Background: an optimization exercise with open tools, aiming at small area, a short achievable clock period and few clock cycles per item. Do not read the settings as production practice.
Power figures rest on the tool's default switching activity, not on a simulated workload.

==> module pblru_dp, before the edit <==
module pblru_dp
(
    input  logic                    clk,
    input  logic                    rst_n,
    input  logic [BUFFER_SLOTS-1:0] active_mask,
    input  logic                    cmd_valid,
    input  logic [3:0]              cmd_is,
    input  logic [PAGE_W-1:0]       cmd_page,
    input  logic                    load,
    input  logic [PAGE_W-1:0]       load_page,
    output logic                    done,
    output logic                    out_valid,
    input  logic                    out_ready,
    output logic                    out_hit,
    output logic [SLOT_FIELD_W-1:0] out_slot,
    output logic [PAGE_W-1:0]       out_page_number,
    output logic                    out_writeback_valid,
    output logic [PAGE_W-1:0]       out_writeback_page,
    output logic                    out_last
);
    localparam int N = BUFFER_SLOTS;
    function automatic [N-1:0] lowest_1h(input [N-1:0] b);
        lowest_1h = b & ~(b - N'(1));
    endfunction
    function automatic [SLOT_W-1:0] enc(input [N-1:0] oh);
        integer i;
        begin
            enc = '0;
            for (i = 0; i < N; i = i + 1) begin
                if (oh[i]) enc = enc | i[SLOT_W-1:0];
            end
        end
    endfunction
    logic [N-1:0]             slot_valid_reg;
    logic [N-1:0][PAGE_W-1:0] slot_page_reg;
    logic [N-1:0][N-1:0]      newer_reg;       
    logic [PAGE_W-1:0]        next_new_page_reg;
    logic [N-1:0]             page_eq_reg;
    logic [N-1:0]             page_eq_next;
    logic [N-1:0]             use_pend_reg;     
    logic                     place_pend_reg;   
    logic [PAGE_W-1:0]        page_pend_reg;
    logic [N-1:0]             page_pend_1h;
    logic                    out_valid_reg;
    logic                    out_hit_reg;
    logic [SLOT_FIELD_W-1:0] out_slot_reg;
    logic [PAGE_W-1:0]       out_page_reg;
    logic                    out_wbv_reg;
    logic [PAGE_W-1:0]       out_wbp_reg;
    logic                    out_last_reg;
    logic          exec;
    logic          flushing_reg;                
    logic          is_access, is_create, is_drop, is_flush;
    logic [N-1:0]  occ, occ_old, wb_sel_tab, match, hit_1h, empty, empty_1h, lru_1h, victim_1h;
    logic [N-1:0]  use_1h, use_now, wb_sel, slot_sel, flush_rest;
    logic          hit, has_empty, place, do_use;
    logic [PAGE_W-1:0] new_page, sel_page;
    logic [N-1:0][N-1:0] older;                
    assign is_access = !flushing_reg && cmd_is[OP_ACCESS];
    assign is_create = !flushing_reg && cmd_is[OP_CREATE];
    assign is_drop   = !flushing_reg && cmd_is[OP_DROP];
    assign is_flush  = flushing_reg || cmd_is[OP_FLUSH];
    assign exec = (cmd_valid || flushing_reg) && (!out_valid_reg || out_ready);
    always_comb begin
        for (int i = 0; i < N; i++) begin
            for (int j = 0; j < N; j++) begin
                if (i < j)      older[i][j] = !newer_reg[i][j];
                else if (i > j) older[i][j] = newer_reg[j][i];
                else            older[i][j] = 1'b1;
            end
        end
    end
    always_comb begin
        occ     = slot_valid_reg & active_mask;
        occ_old = occ & ~use_pend_reg;
        empty   = ~slot_valid_reg & active_mask;
        for (int i = 0; i < N; i++) begin
            match[i]  = occ[i] && page_eq_reg[i];
            lru_1h[i] = occ_old[i];
            for (int j = 0; j < N; j++) begin
                if (j != i) lru_1h[i] = lru_1h[i] && (!occ_old[j] || older[i][j]);
            end
            if (occ_old == '0) lru_1h[i] = occ[i];
        end
    end
    assign hit       = |match;
    assign hit_1h    = lowest_1h(match);
    assign has_empty = |empty;
    assign empty_1h  = lowest_1h(empty);
    assign victim_1h = has_empty ? empty_1h : lru_1h;
    assign place     = is_create || (is_access && !hit);
    assign do_use    = is_create || is_access;
    assign use_1h    = (is_access && hit) ? hit_1h : victim_1h;
    assign use_now   = (exec && do_use) ? use_1h : '0;
    assign new_page  = is_create ? next_new_page_reg : cmd_page;
    assign flush_rest = occ & ~lowest_1h(occ);
    assign done       = cmd_valid && !flushing_reg && (!out_valid_reg || out_ready);
    assign wb_sel   = is_flush ? lowest_1h(occ)
                               : ((place && !has_empty) ? lru_1h : '0);
    assign slot_sel = is_flush ? lowest_1h(occ)
                               : ((is_drop || (is_access && hit)) ? hit_1h : victim_1h);
    assign page_pend_1h = place_pend_reg ? use_pend_reg : '0;
    assign wb_sel_tab   = wb_sel & ~page_pend_1h;
    always_comb begin
        sel_page = page_pend_reg & {PAGE_W{|(wb_sel & page_pend_1h)}};
        for (int i = 0; i < N; i++) begin
            sel_page = sel_page | (slot_page_reg[i] & {PAGE_W{wb_sel_tab[i]}});
        end
    end
    always_comb begin
        for (int i = 0; i < N; i++) begin
            page_eq_next[i] = (cmd_valid && place && victim_1h[i]) ? (new_page == load_page)
                            : page_pend_1h[i] ? (page_pend_reg == load_page)
                            : (slot_page_reg[i] == load_page);
        end
    end
    always_ff @(posedge clk or negedge rst_n) begin
        if (!rst_n) begin
            slot_valid_reg    <= '0;
            next_new_page_reg <= '0;
            out_valid_reg     <= 1'b0;
            flushing_reg      <= 1'b0;
            use_pend_reg      <= '0;
            place_pend_reg    <= 1'b0;
        end
        else begin
            if (exec) begin
                if (is_flush)   slot_valid_reg <= flush_rest | (slot_valid_reg & ~active_mask);
                else if (is_drop) slot_valid_reg <= slot_valid_reg & ~match;
                else if (place) slot_valid_reg <= slot_valid_reg | victim_1h;
                if (is_create) next_new_page_reg <= next_new_page_reg + PAGE_W'(1);
                flushing_reg <= is_flush && (flush_rest != '0);
            end
            out_valid_reg <= exec || (out_valid_reg && !out_ready);
            use_pend_reg   <= use_now;
            place_pend_reg <= exec && place;
        end
    end
    always_ff @(posedge clk) begin
        for (int i = 0; i < N; i++) begin
            if (page_pend_1h[i]) slot_page_reg[i] <= page_pend_reg;
            for (int j = i + 1; j < N; j++) begin
                newer_reg[i][j] <= use_pend_reg[i] || (newer_reg[i][j] && !use_pend_reg[j]);
            end
        end
        if (load) page_eq_reg <= page_eq_next;
        page_pend_reg <= new_page;
        if (exec) begin
            out_hit_reg  <= !is_flush && !place && hit;
            out_slot_reg <= enc(slot_sel);
            out_page_reg <= is_flush ? sel_page : new_page;
            out_wbv_reg  <= is_flush ? (occ != '0) : (place && !has_empty);
            out_wbp_reg  <= sel_page;
            out_last_reg <= !is_flush || (flush_rest == '0);
        end
    end
    assign out_valid           = out_valid_reg;
    assign out_hit             = out_hit_reg;
    assign out_slot            = out_slot_reg;
    assign out_page_number     = out_page_reg;
    assign out_writeback_valid = out_wbv_reg;
    assign out_writeback_page  = out_wbp_reg;
    assign out_last            = out_last_reg;
endmodule
==> flow/config.mk <==
export PLATFORM = sky130hd
export DESIGN_NAME = page_buffer_lru_replacement
export DESIGN_NICKNAME = page_buffer_lru_replacement
export VERILOG_FILES = /design/flow/design.v
export SDC_FILE = /design/flow/constraint.sdc
export NUM_CORES = 4
export LEC_CHECK = 0
export CAP_MARGIN = 20
export CORE_MARGIN = 2
export CORE_UTILIZATION = 40
export PLACE_DENSITY = 0.6
export SLEW_MARGIN = 20
==> flow/constraint.sdc <==
create_clock -name core_clock -period 11.0 [get_ports {clk}]
set_input_delay 2.2000 -clock core_clock [delete_from_list [all_inputs] [get_ports {clk}]]
set_output_delay 2.2000 -clock core_clock [all_outputs]
set_load 0.01 [all_outputs]
standard.sh (not shown) runs the stock make flow with config.mk's settings and CLKGATE_MAP_FILE= SYNTH_SCRIPT=/design/flow/synth_recipe.tcl, a recipe that flattens the netlist after the stock synthesis.
==> flow/flow/run.sh <==
#!/bin/bash
# The standard layout (standard.sh), with a few extra ORFS settings read
# from flow/knobs.txt, one NAME=value per line: the resizer's setup repair
# aims for extra slack and the port buffers use a plain buffer cell. The
# clock, constraints and synthesis are the standard flow's own, unchanged.
set -euo pipefail
args=()
while IFS= read -r line; do
  [[ -n "$line" ]] && args+=("$line")
done < "$(dirname "$0")/knobs.txt"
bash standard.sh "${args[@]}" finish > flow_make.log 2>&1
==> flow/flow/knobs.txt <==
SETUP_SLACK_MARGIN=7.0
BUFFER_PORTS_ARGS=-buffer_cell sky130_fd_sc_hd__buf_2
==> next run, changes <==
--- a/flow/design.v
+++ b/flow/design.v
@@ -129,5 +129,4 @@
     logic [N-1:0]             use_pend_reg;     
     logic                     place_pend_reg;   
-    logic [PAGE_W-1:0]        page_pend_reg;
     logic [N-1:0]             page_pend_1h;
     logic                    out_valid_reg;
@@ -170,5 +169,5 @@
                 if (j != i) lru_1h[i] = lru_1h[i] && (!occ_old[j] || older[i][j]);
             end
-            if (occ_old == '0) lru_1h[i] = occ[i];
+            if (i == 0) lru_1h[i] = lru_1h[i] || !active_mask[1];
         end
     end
@@ -192,5 +191,5 @@
     assign wb_sel_tab   = wb_sel & ~page_pend_1h;
     always_comb begin
-        sel_page = page_pend_reg & {PAGE_W{|(wb_sel & page_pend_1h)}};
+        sel_page = out_page_reg & {PAGE_W{|(wb_sel & page_pend_1h)}};
         for (int i = 0; i < N; i++) begin
             sel_page = sel_page | (slot_page_reg[i] & {PAGE_W{wb_sel_tab[i]}});
@@ -200,5 +199,5 @@
         for (int i = 0; i < N; i++) begin
             page_eq_next[i] = (cmd_valid && place && victim_1h[i]) ? (new_page == load_page)
-                            : page_pend_1h[i] ? (page_pend_reg == load_page)
+                            : page_pend_1h[i] ? (out_page_reg == load_page)
                             : (slot_page_reg[i] == load_page);
         end
@@ -228,5 +227,5 @@
     always_ff @(posedge clk) begin
         for (int i = 0; i < N; i++) begin
-            if (page_pend_1h[i]) slot_page_reg[i] <= page_pend_reg;
+            if (page_pend_1h[i]) slot_page_reg[i] <= out_page_reg;
             for (int j = i + 1; j < N; j++) begin
                 newer_reg[i][j] <= use_pend_reg[i] || (newer_reg[i][j] && !use_pend_reg[j]);
@@ -234,5 +233,4 @@
         end
         if (load) page_eq_reg <= page_eq_next;
-        page_pend_reg <= new_page;
         if (exec) begin
             out_hit_reg  <= !is_flush && !place && hit;
Final area increases by 2.1%. Non-clock buffer count came out higher by 4. Worst setup slack gets worse by 120 ps. Hold slack degrades by 8.5 ps. Die area rose by 3.6%. Global-route usage increases by 3.7 points. Count of clock-buffer cells in the layout climbs by 3.
No run of this note included a check of the RTL's function; only the layout flow was run.


page_buffer_lru_replacement, a different RTL version from the one above (not shown whole).
Size: roughly 2500 cells after synthesis, ~530 flip-flops, about 130 I/O pins, ~27000 um^2 of cells after synthesis.
// page_buffer_lru_replacement
module page_buffer_lru_replacement
(
    input  logic                  clk,
    input  logic                  rst_n,
    input  logic                  psel,
    input  logic                  penable,
    input  logic                  pwrite,
    input  logic [APB_ADDR_W-1:0] paddr,
    input  logic [APB_DATA_W-1:0] pwdata,
    output logic [APB_DATA_W-1:0] prdata,
    output logic                  pready,
    input  logic                  in_valid,
    output logic                  in_ready,
    input  logic [CMD_W-1:0]      in_cmd,
    input  logic [PAGE_W-1:0]     in_page_id,
    output logic                  out_valid,
    input  logic                  out_ready,
    output logic                  out_hit,
    output logic [SLOT_FIELD_W-1:0] out_slot,
    output logic [PAGE_W-1:0]     out_page_number,
    output logic                  out_writeback_valid,
    output logic [PAGE_W-1:0]     out_writeback_page,
    output logic                  out_last
);
==> module pblru_dp, before the edit <==
module pblru_dp
(
    input  logic                    clk,
    input  logic                    rst_n,
    input  logic [BUFFER_SLOTS-1:0] active_mask,
    input  logic                    cmd_valid,
    input  logic [3:0]              cmd_is,
    input  logic [PAGE_W-1:0]       cmd_page,
    input  logic                    load,
    input  logic [PAGE_W-1:0]       load_page,
    output logic                    done,
    output logic                    out_valid,
    input  logic                    out_ready,
    output logic                    out_hit,
    output logic [SLOT_FIELD_W-1:0] out_slot,
    output logic [PAGE_W-1:0]       out_page_number,
    output logic                    out_writeback_valid,
    output logic [PAGE_W-1:0]       out_writeback_page,
    output logic                    out_last
);
    localparam int N = BUFFER_SLOTS;
    function automatic [N-1:0] lowest_1h(input [N-1:0] b);
        lowest_1h = b & ~(b - N'(1));
    endfunction
    function automatic [SLOT_W-1:0] enc(input [N-1:0] oh);
        integer i;
        begin
            enc = '0;
            for (i = 0; i < N; i = i + 1) begin
                if (oh[i]) enc = enc | i[SLOT_W-1:0];
            end
        end
    endfunction
    logic [N-1:0]             slot_valid_reg;
    logic [N-1:0][PAGE_W-1:0] slot_page_reg;
    logic [N-1:0][N-1:0]      newer_reg;       
    logic [PAGE_W-1:0]        next_new_page_reg;
    logic [N-1:0]             page_eq_reg;
    logic [N-1:0]             page_eq_next;
    logic [N-1:0]             page_we;
    logic                    out_valid_reg;
    logic                    out_hit_reg;
    logic [SLOT_FIELD_W-1:0] out_slot_reg;
    logic [PAGE_W-1:0]       out_page_reg;
    logic                    out_wbv_reg;
    logic [PAGE_W-1:0]       out_wbp_reg;
    logic                    out_last_reg;
    logic          exec;
    logic          flushing_reg;                
    logic          is_access, is_create, is_drop, is_flush;
    logic [N-1:0]  occ, match, hit_1h, empty, empty_1h, lru_1h, victim_1h;
    logic [N-1:0]  use_1h, use_now, wb_sel, slot_sel, flush_rest;
    logic          hit, has_empty, place, do_use;
    logic [PAGE_W-1:0] new_page, sel_page;
    logic [N-1:0][N-1:0] older;                
    assign is_access = !flushing_reg && cmd_is[OP_ACCESS];
    assign is_create = !flushing_reg && cmd_is[OP_CREATE];
    assign is_drop   = !flushing_reg && cmd_is[OP_DROP];
    assign is_flush  = flushing_reg || cmd_is[OP_FLUSH];
    assign exec = (cmd_valid || flushing_reg) && (!out_valid_reg || out_ready);
    always_comb begin
        for (int i = 0; i < N; i++) begin
            for (int j = 0; j < N; j++) begin
                if (i < j)      older[i][j] = !newer_reg[i][j];
                else if (i > j) older[i][j] = newer_reg[j][i];
                else            older[i][j] = 1'b1;
            end
        end
    end
    always_comb begin
        occ   = slot_valid_reg & active_mask;
        empty = ~slot_valid_reg & active_mask;
        for (int i = 0; i < N; i++) begin
            match[i]  = occ[i] && page_eq_reg[i];
            lru_1h[i] = occ[i];
            for (int j = 0; j < N; j++) begin
                if (j != i) lru_1h[i] = lru_1h[i] && (!occ[j] || older[i][j]);
            end
        end
    end
    assign hit       = |match;
    assign hit_1h    = lowest_1h(match);
    assign has_empty = |empty;
    assign empty_1h  = lowest_1h(empty);
    assign victim_1h = has_empty ? empty_1h : lru_1h;
    assign place     = is_create || (is_access && !hit);
    assign do_use    = is_create || is_access;
    assign use_1h    = (is_access && hit) ? hit_1h : victim_1h;
    assign use_now   = (exec && do_use) ? use_1h : '0;
    assign new_page  = is_create ? next_new_page_reg : cmd_page;
    assign flush_rest = occ & ~lowest_1h(occ);
    assign done       = cmd_valid && !flushing_reg && (!out_valid_reg || out_ready);
    assign wb_sel   = is_flush ? lowest_1h(occ)
                               : ((place && !has_empty) ? lru_1h : '0);
    assign slot_sel = is_flush ? lowest_1h(occ)
                               : ((is_drop || (is_access && hit)) ? hit_1h : victim_1h);
    always_comb begin
        sel_page = '0;
        for (int i = 0; i < N; i++) begin
            sel_page = sel_page | (slot_page_reg[i] & {PAGE_W{wb_sel[i]}});
        end
    end
    assign page_we = (exec && place) ? victim_1h : '0;
    always_comb begin
        for (int i = 0; i < N; i++) begin
            page_eq_next[i] = (cmd_valid && place && victim_1h[i]) ? (new_page == load_page)
                                         : (slot_page_reg[i] == load_page);
        end
    end
    always_ff @(posedge clk or negedge rst_n) begin
        if (!rst_n) begin
            slot_valid_reg    <= '0;
            next_new_page_reg <= '0;
            out_valid_reg     <= 1'b0;
            flushing_reg      <= 1'b0;
        end
        else begin
            if (exec) begin
                if (is_flush)   slot_valid_reg <= flush_rest | (slot_valid_reg & ~active_mask);
                else if (is_drop) slot_valid_reg <= slot_valid_reg & ~match;
                else if (place) slot_valid_reg <= slot_valid_reg | victim_1h;
                if (is_create) next_new_page_reg <= next_new_page_reg + PAGE_W'(1);
                flushing_reg <= is_flush && (flush_rest != '0);
            end
            out_valid_reg <= exec || (out_valid_reg && !out_ready);
        end
    end
    always_ff @(posedge clk) begin
        for (int i = 0; i < N; i++) begin
            if (page_we[i]) slot_page_reg[i] <= new_page;
            for (int j = i + 1; j < N; j++) begin
                newer_reg[i][j] <= use_now[i] || (newer_reg[i][j] && !use_now[j]);
            end
        end
        if (load) page_eq_reg <= page_eq_next;
        if (exec) begin
            out_hit_reg  <= !is_flush && !place && hit;
            out_slot_reg <= enc(slot_sel);
            out_page_reg <= is_flush ? sel_page : new_page;
            out_wbv_reg  <= is_flush ? (occ != '0) : (place && !has_empty);
            out_wbp_reg  <= sel_page;
            out_last_reg <= !is_flush || (flush_rest == '0);
        end
    end
    assign out_valid           = out_valid_reg;
    assign out_hit             = out_hit_reg;
    assign out_slot            = out_slot_reg;
    assign out_page_number     = out_page_reg;
    assign out_writeback_valid = out_wbv_reg;
    assign out_writeback_page  = out_wbp_reg;
    assign out_last            = out_last_reg;
endmodule
clock: 11.0 ns
lec_check: 0
cap_margin: 20
core_margin: 2
core_utilization: 40
place_density: 0.6
slew_margin: 20
Scripts as last shown in full above: flow/flow/run.sh, flow/flow/knobs.txt
Edit:
--- a/flow/design.v
+++ b/flow/design.v
@@ -123,13 +123,13 @@
     logic [PAGE_W-1:0]       out_wbp_reg;
     logic                    out_last_reg;
     logic          exec;
     logic          flushing_reg;                
     logic          is_access, is_create, is_drop, is_flush;
-    logic [N-1:0]  occ, match, hit_1h, empty, empty_1h, lru_1h, victim_1h;
-    logic [N-1:0]  use_1h, use_now, wb_sel, slot_sel, flush_rest;
-    logic          hit, has_empty, place, do_use;
+    logic [N-1:0]  occ, match, hit_1h, flush_1h, victim_1h;
+    logic [N-1:0]  use_1h, use_now, clr_now, wb_sel, slot_sel, flush_rest;
+    logic          hit, evict, place, do_use;
     logic [PAGE_W-1:0] new_page, sel_page;
     logic [N-1:0][N-1:0] older;                
     assign is_access = !flushing_reg && cmd_is[OP_ACCESS];
     assign is_create = !flushing_reg && cmd_is[OP_CREATE];
     assign is_drop   = !flushing_reg && cmd_is[OP_DROP];
@@ -144,34 +144,35 @@
             end
         end
     end
     always_comb begin
         occ   = slot_valid_reg & active_mask;
-        empty = ~slot_valid_reg & active_mask;
         for (int i = 0; i < N; i++) begin
-            match[i]  = occ[i] && page_eq_reg[i];
-            lru_1h[i] = occ[i];
+            match[i]     = occ[i] && page_eq_reg[i];
+            victim_1h[i] = active_mask[i];
             for (int j = 0; j < N; j++) begin
-                if (j != i) lru_1h[i] = lru_1h[i] && (!occ[j] || older[i][j]);
+                if (j != i) victim_1h[i] = victim_1h[i] && (!active_mask[j] || older[i][j]);
             end
         end
     end
     assign hit       = |match;
     assign hit_1h    = lowest_1h(match);
-    assign has_empty = |empty;
-    assign empty_1h  = lowest_1h(empty);
-    assign victim_1h = has_empty ? empty_1h : lru_1h;
+    assign evict     = |(victim_1h & slot_valid_reg);
+    assign flush_1h  = lowest_1h(occ);
     assign place     = is_create || (is_access && !hit);
     assign do_use    = is_create || is_access;
     assign use_1h    = (is_access && hit) ? hit_1h : victim_1h;
     assign use_now   = (exec && do_use) ? use_1h : '0;
+    assign clr_now   = !exec   ? '0
+                     : is_flush ? flush_1h
+                     : is_drop  ? match : '0;
     assign new_page  = is_create ? next_new_page_reg : cmd_page;
-    assign flush_rest = occ & ~lowest_1h(occ);
+    assign flush_rest = occ & ~flush_1h;
     assign done       = cmd_valid && !flushing_reg && (!out_valid_reg || out_ready);
-    assign wb_sel   = is_flush ? lowest_1h(occ)
-                               : ((place && !has_empty) ? lru_1h : '0);
-    assign slot_sel = is_flush ? lowest_1h(occ)
+    assign wb_sel   = is_flush ? flush_1h
+                               : ((place && evict) ? victim_1h : '0);
+    assign slot_sel = is_flush ? flush_1h
                                : ((is_drop || (is_access && hit)) ? hit_1h : victim_1h);
     always_comb begin
         sel_page = '0;
         for (int i = 0; i < N; i++) begin
             sel_page = sel_page | (slot_page_reg[i] & {PAGE_W{wb_sel[i]}});
@@ -188,35 +189,40 @@
         if (!rst_n) begin
             slot_valid_reg    <= '0;
             next_new_page_reg <= '0;
             out_valid_reg     <= 1'b0;
             flushing_reg      <= 1'b0;
+            newer_reg         <= '0;
         end
         else begin
             if (exec) begin
                 if (is_flush)   slot_valid_reg <= flush_rest | (slot_valid_reg & ~active_mask);
                 else if (is_drop) slot_valid_reg <= slot_valid_reg & ~match;
                 else if (place) slot_valid_reg <= slot_valid_reg | victim_1h;
                 if (is_create) next_new_page_reg <= next_new_page_reg + PAGE_W'(1);
                 flushing_reg <= is_flush && (flush_rest != '0);
             end
             out_valid_reg <= exec || (out_valid_reg && !out_ready);
+            for (int i = 0; i < N; i++) begin
+                for (int j = i + 1; j < N; j++) begin
+                    newer_reg[i][j] <= use_now[i]
+                                       || (!use_now[j] && !clr_now[i]
+                                           && (clr_now[j] ? slot_valid_reg[i] : newer_reg[i][j]));
+                end
+            end
         end
     end
     always_ff @(posedge clk) begin
         for (int i = 0; i < N; i++) begin
             if (page_we[i]) slot_page_reg[i] <= new_page;
-            for (int j = i + 1; j < N; j++) begin
-                newer_reg[i][j] <= use_now[i] || (newer_reg[i][j] && !use_now[j]);
-            end
         end
         if (load) page_eq_reg <= page_eq_next;
         if (exec) begin
             out_hit_reg  <= !is_flush && !place && hit;
             out_slot_reg <= enc(slot_sel);
             out_page_reg <= is_flush ? sel_page : new_page;
-            out_wbv_reg  <= is_flush ? (occ != '0) : (place && !has_empty);
+            out_wbv_reg  <= is_flush ? (occ != '0) : (place && evict);
             out_wbp_reg  <= sel_page;
             out_last_reg <= !is_flush || (flush_rest == '0);
         end
     end
     assign out_valid           = out_valid_reg;
=> Worst hold slack gets better by 0.014 ns. Area after synthesis goes up by a few percent. Routed wire length rose by a little under a tenth. Clock skew fell by 0.026 ns. Clock power is about the same. Setup slack gets worse by 0.071 ns. Design area is higher by a few percent. Register-to-register slack improved by 0.07 ns.
Function was not checked in any run of this note: the RTL went through the layout flow alone.

re-timing with driven ports:
The results above use ideal ports. As a check the final layouts listed here were re-extracted and re-timed, cells and wires unchanged. Step 1 assumes that a clkbuf_16 drives the clock port and a buf_2 every other input. Step 2 also shifts input and output timing later by t, the mid clock arrival at the registers, as if the neighbouring blocks saw the same clock. Slacks: no drivers / after step 1 / after step 2; pairs: no drivers / after step 1.
run | shift t [ns] | setup WS [ns] | slew at the worst register clock pin (ns) | cell pins on the clock port's net
the first run of note 1 | 0.694 | 7.005 / 7.005 / 6.578 | 0.06 / 0.06 | 1
the second run of note 1 | 0.675 | 6.885 / 6.885 / 6.604 | 0.07 / 0.07 | 1
the first run of note 2 | 0.696 | 6.957 / 6.957 / 6.432 | 0.07 / 0.07 | 1
the second run of note 2 | 0.726 | 6.887 / 6.914 / 6.189 | 0.07 / 0.07 | 1
After both steps setup and hold are still met in every run listed. The setup slack of the second run of note 2, which loses most, moves by +0.027 ns with the drivers and by -0.698 ns with both steps.
